From an optimization exercise on the open Yosys and OpenROAD flow, aimed at small area, a short achievable clock period and few clock cycles per item; shortcuts taken in it are not production practice. Only simulation tests tie the RTL to the original design; equivalence was not proved. The clock port is modelled as an ideal driver, which makes a skipped or thinned clock tree look cheaper than it is; a real chip needs a root buffer or a tree. Power is estimated from default activity; no workload was simulated.

== the previous run ==
==> module tcp_segment_header_parse_check, before the edit <==
module tcp_segment_header_parse_check (
  input  logic        clk,
  input  logic        rst_n,
  input  logic        push,
  output logic        full,
  input  logic [7:0]  in_data_byte,
  input  logic        in_last_byte,
  input  logic [31:0] in_src_ip,
  input  logic [31:0] in_dst_ip,
  output logic        empty,
  input  logic        pop,
  output logic [2:0]  out_status,
  output logic [15:0] out_source_port,
  output logic [15:0] out_dest_port,
  output logic [31:0] out_seq_number,
  output logic [31:0] out_ack_number,
  output logic [5:0]  out_header_bytes,
  output logic [7:0]  out_flag_bits,
  output logic [15:0] out_window_size,
  output logic [15:0] out_checksum_field,
  output logic [15:0] out_urgent_pointer,
  output logic [15:0] out_data_length
);
  logic         full_r, calc_r, fill_r, zap_r, empty_r;
  logic         recv, show;
  logic         take;
  logic [16:0]  count_r;
  logic         past20_r;
  logic         long_r;
  logic [159:0] hdr_r;         
  logic [15:0]  acc_a_r, acc_b_r;    
  logic [15:0]  ip_c_r, ip_d_r;      
  logic [2:0]   status_r;
  logic [5:0]   hbytes;
  assign recv   = !full_r;
  assign show   = !empty_r;
  assign take   = push && recv;
  assign hbytes = {hdr_r[63:60], 2'b00};
  logic [7:0] hdr_in;
  logic       hdr_wr;
  assign hdr_wr = !show && !past20_r;
  assign hdr_in = recv ? in_data_byte : 8'h00;
  for (genvar i = 0; i < 20; i++) begin : g_hdr
    always_ff @(posedge clk) begin
      if (hdr_wr && count_r == 17'(i)) hdr_r[159-8*i -: 8] <= hdr_in;
    end
  end
  logic        at19;
  logic        go_fill;
  logic        long_now;
  logic        pre_ok;
  assign at19    = !past20_r && (count_r == 17'd19);
  assign go_fill = !past20_r && (count_r < 17'd19);
  assign long_now = long_r || (past20_r && !count_r[16] && (&count_r[15:6]) &&
                               ({1'b0, count_r[5:2]} + {1'b0, hbytes[5:2]} >= 5'd16));
  always_ff @(posedge clk) begin
    if (!rst_n || (show && pop)) begin
      count_r  <= '0;
      past20_r <= 1'b0;
      long_r   <= 1'b0;
    end else begin
      long_r <= long_now;
      if (take && at19) begin
        count_r  <= 17'd20 - {11'd0, hbytes};
        past20_r <= 1'b1;
      end else if (take || ((calc_r || fill_r) && go_fill)) begin
        count_r <= count_r + 17'd1;
      end else if (((calc_r || fill_r) && !pre_ok) || zap_r) begin
        count_r <= '0;
      end
    end
  end
  logic        even;
  logic [15:0] w;
  logic [15:0] acc_s, acc_m;
  assign even = !count_r[0];
  assign w[15:8] = (take && even) ? in_data_byte : 8'h00;
  assign w[7:0]  = (take && !even) ? in_data_byte
                                   : {6'b0, take && even && !in_last_byte, take && even && in_last_byte};
  assign acc_s = acc_a_r ^ acc_b_r ^ w;
  assign acc_m = (acc_a_r & acc_b_r) | (acc_a_r & w) | (acc_b_r & w);
  always_ff @(posedge clk) begin
    if (!rst_n || show) begin
      acc_a_r <= 16'd6;
      acc_b_r <= 16'd0;
    end else begin
      acc_a_r <= acc_s;
      acc_b_r <= {acc_m[14:0], acc_m[15]};
    end
  end
  logic [15:0] p_s, p_m, p_s2, p_m2;
  assign p_s  = in_src_ip[31:16] ^ in_src_ip[15:0] ^ in_dst_ip[31:16];
  assign p_m  = (in_src_ip[31:16] & in_src_ip[15:0]) | (in_src_ip[31:16] & in_dst_ip[31:16]) |
                (in_src_ip[15:0] & in_dst_ip[31:16]);
  assign p_s2 = p_s ^ {p_m[14:0], p_m[15]} ^ in_dst_ip[15:0];
  assign p_m2 = (p_s & {p_m[14:0], p_m[15]}) | (p_s & in_dst_ip[15:0]) |
                ({p_m[14:0], p_m[15]} & in_dst_ip[15:0]);
  always_ff @(posedge clk) begin
    ip_c_r <= p_s2;
    ip_d_r <= {p_m2[14:0], p_m2[15]};
  end
  logic [15:0] f_s, f_m, f_x, f_y, f_s2, f_m2;
  logic        sum_ok;
  assign f_s  = acc_a_r ^ acc_b_r ^ ip_c_r;
  assign f_m  = (acc_a_r & acc_b_r) | (acc_a_r & ip_c_r) | (acc_b_r & ip_c_r);
  assign f_s2 = f_s ^ {f_m[14:0], f_m[15]} ^ ip_d_r;
  assign f_m2 = (f_s & {f_m[14:0], f_m[15]}) | (f_s & ip_d_r) | ({f_m[14:0], f_m[15]} & ip_d_r);
  assign f_x  = f_s2;
  assign f_y  = {f_m2[14:0], f_m2[15]};
  assign sum_ok = (&(f_x ^ f_y)) || ((f_x == f_y) && ((&f_x) || !(|f_x)));
  logic [2:0] status_nxt;
  logic       bad_off;
  assign bad_off = (hbytes < 6'd20) || (count_r[16] && !long_now);
  always_comb begin
    if (!past20_r)    status_nxt = 3'd1;
    else if (bad_off) status_nxt = 3'd2;
    else if (long_now) status_nxt = 3'd3;
    else if (!sum_ok) status_nxt = 3'd4;
    else              status_nxt = 3'd0;
  end
  assign pre_ok = past20_r && !bad_off && !long_now;
  always_ff @(posedge clk) begin
    if (calc_r) status_r <= status_nxt;
  end
  logic calc_nxt, fill_nxt, zap_nxt, show_nxt;
  assign calc_nxt = take && in_last_byte;
  assign fill_nxt = (calc_r || fill_r) && go_fill;
  assign zap_nxt  = calc_r && pre_ok && !sum_ok;
  assign show_nxt = ((calc_r || fill_r) && !go_fill && !zap_nxt) || zap_r || (show && !pop);
  always_ff @(posedge clk) begin
    if (!rst_n) begin
      full_r  <= 1'b0;
      calc_r  <= 1'b0;
      fill_r  <= 1'b0;
      zap_r   <= 1'b0;
      empty_r <= 1'b1;
    end else begin
      full_r  <= calc_nxt || fill_nxt || zap_nxt || show_nxt;
      calc_r  <= calc_nxt;
      fill_r  <= fill_nxt;
      zap_r   <= zap_nxt;
      empty_r <= !show_nxt;
    end
  end
  assign full  = full_r;
  assign empty = empty_r;
  assign out_status         = status_r;
  assign out_source_port    = hdr_r[159 -: 16];
  assign out_dest_port      = hdr_r[143 -: 16];
  assign out_seq_number     = hdr_r[127 -: 32];
  assign out_ack_number     = hdr_r[95 -: 32];
  assign out_header_bytes   = hbytes;
  assign out_flag_bits      = hdr_r[55 -: 8];
  assign out_window_size    = hdr_r[47 -: 16];
  assign out_checksum_field = hdr_r[31 -: 16];
  assign out_urgent_pointer = hdr_r[15 -: 16];
  assign out_data_length    = count_r[15:0];
endmodule
export LEC_CHECK = 0
export CAP_MARGIN = 20
export CORE_MARGIN = 2
export CORE_UTILIZATION = 60
export SLEW_MARGIN = 20
create_clock -name core_clock -period 11.0 [get_ports {clk}]
standard.sh (not shown) runs the stock make flow with config.mk's settings and CLKGATE_MAP_FILE= SYNTH_SCRIPT=/design/flow/synth_recipe.tcl, a recipe that flattens the netlist after the stock synthesis.
==> flow/flow/run.sh <==
#!/bin/bash
# Layout flow: the standard flow (standard.sh: ORFS synthesis to final layout), with
#  - one buf_1 on every input and output port instead of ORFS's default port buffer;
#  - clock tree synthesis without dummy loads, clkbuf_8 leaf buffers in clusters of up to 16
#    sinks, and the H-tree's middle buffer level removed after CTS (flatten_clock.tcl), so
#    every register's clock passes through the root buffer and one leaf buffer;
#  - the resizer's setup repair asked for extra slack (SETUP_SLACK_MARGIN), so that it also
#    works on paths that already meet the 11 ns constraint. The SDC itself is unchanged.
# make's output goes to standard.log here; ORFS keeps each step's full log under orfs/logs.
here=$(pwd)
export BUFFER_PORTS_ARGS="-buffer_cell sky130_fd_sc_hd__buf_1"
export CTS_ARGS="-sink_clustering_enable -repair_clock_nets -dont_use_dummy_load -sink_clustering_size 16 -sink_clustering_max_diameter 50 -buf_list sky130_fd_sc_hd__clkbuf_8 -root_buf sky130_fd_sc_hd__clkbuf_16"
export POST_CTS_TCL="$here/flow/flatten_clock.tcl"
export SETUP_SLACK_MARGIN=7.7
bash standard.sh > standard.log 2>&1
==> flow/flow/flatten_clock.tcl <==
# Drop the H-tree's middle level of clock buffers, so the root buffer drives the leaf
# buffers directly: every register's clock still passes through exactly two buffers.
set block [ord::get_db_block]
set removed 0
foreach inst [$block getInsts] {
  set name [$inst getName]
  if { ![string match "clkbuf_1_*" $name] } { continue }
  set in_net [[$inst findITerm A] getNet]
  set out_net [[$inst findITerm X] getNet]
  foreach it [$out_net getITerms] {
    if { [$it getInst] != $inst } {
      $it disconnect
      $it connect $in_net
    }
  }
  odb::dbInst_destroy $inst
  odb::dbNet_destroy $out_net
  incr removed
}
puts "flatten_clock: removed $removed middle clock buffers"
estimate_parasitics -placement
Testbench counts of the previous run, summed over its fixed seeds: cycles 60,017, bytes 58,469.
Input-level comparison between the current run and the previous run:
diff --git a/flow/design.v b/flow/design.v
--- a/flow/design.v
+++ b/flow/design.v
@@ -55,19 +55,23 @@
   assign long_now = long_r || (past20_r && !count_r[16] && (&count_r[15:6]) &&
                                ({1'b0, count_r[5:2]} + {1'b0, hbytes[5:2]} >= 5'd16));
+  logic [16:0] count_step, count_idle;
+  assign count_step = at19 ? (17'd20 - {11'd0, hbytes}) : (count_r + 17'd1);
+  always_comb begin
+    if (show && pop)                                      count_idle = '0;
+    else if ((calc_r || fill_r) && go_fill)               count_idle = count_r + 17'd1;
+    else if (((calc_r || fill_r) && !pre_ok) || zap_r)    count_idle = '0;
+    else                                                  count_idle = count_r;
+  end
+  always_ff @(posedge clk) begin
+    if (!rst_n) count_r <= '0;
+    else        count_r <= take ? count_step : count_idle;
+  end
   always_ff @(posedge clk) begin
     if (!rst_n || (show && pop)) begin
-      count_r  <= '0;
       past20_r <= 1'b0;
       long_r   <= 1'b0;
     end else begin
       long_r <= long_now;
-      if (take && at19) begin
-        count_r  <= 17'd20 - {11'd0, hbytes};
-        past20_r <= 1'b1;
-      end else if (take || ((calc_r || fill_r) && go_fill)) begin
-        count_r <= count_r + 17'd1;
-      end else if (((calc_r || fill_r) && !pre_ok) || zap_r) begin
-        count_r <= '0;
-      end
+      if (take && at19) past20_r <= 1'b1;
     end
   end
In the current run the post-place instance area turned out 84 um2 lower than in the previous run.
From the previous run to the current run, number of clock buffers in the layout did not move at all.
Each of the runs, namely the current run and the previous run, reached the end of the flow and came out clean.
For the post-route worst setup slack, the current run came in 0.079 ns higher than the previous run did.
Share of the cycle needed by the critical path after routing: the current run lower than the previous run
When the current run is set beside the previous run, its net count of the finished layout turns out to be 4 smaller.
Status: total design power parity (the current run, the previous run)
Testbench counts of the current run, summed over its fixed seeds: cycles 60,017, bytes 58,469.

==> port drivers added, routing unchanged <==
In the flow no input, the clock included, has a driving cell. The finished layouts below were timed again as built, in two steps. Step 1: set_driving_cell puts a clkbuf_16 on clk and a buf_2 on each other input, an assumption about the parent block. Step 2, shift: input delay + t, output delay - t, t = (earliest + latest rising clock arrival at the registers) / 2. This alone moves slack from input paths to output paths. Three values: ideal ports, drivers, drivers and shift; two values: the first two.
run	shift t [ns]	slack for setup (ns)	latest minus earliest clock arrival (ns)	slew at the worst register clock pin (ns)	worst slew at a driven data input, ns
the previous run	0.452	7.652 / 7.634 / 7.182	0.032 / 0.032	0.10 / 0.10	0.06
the current run	0.458	7.731 / 7.708 / 7.294	0.041 / 0.041	0.10 / 0.10	0.06
After both steps setup and hold are still met in every run listed. The setup slack of the previous run, which loses most, moves by -0.018 ns with the drivers and by -0.470 ns with both steps.
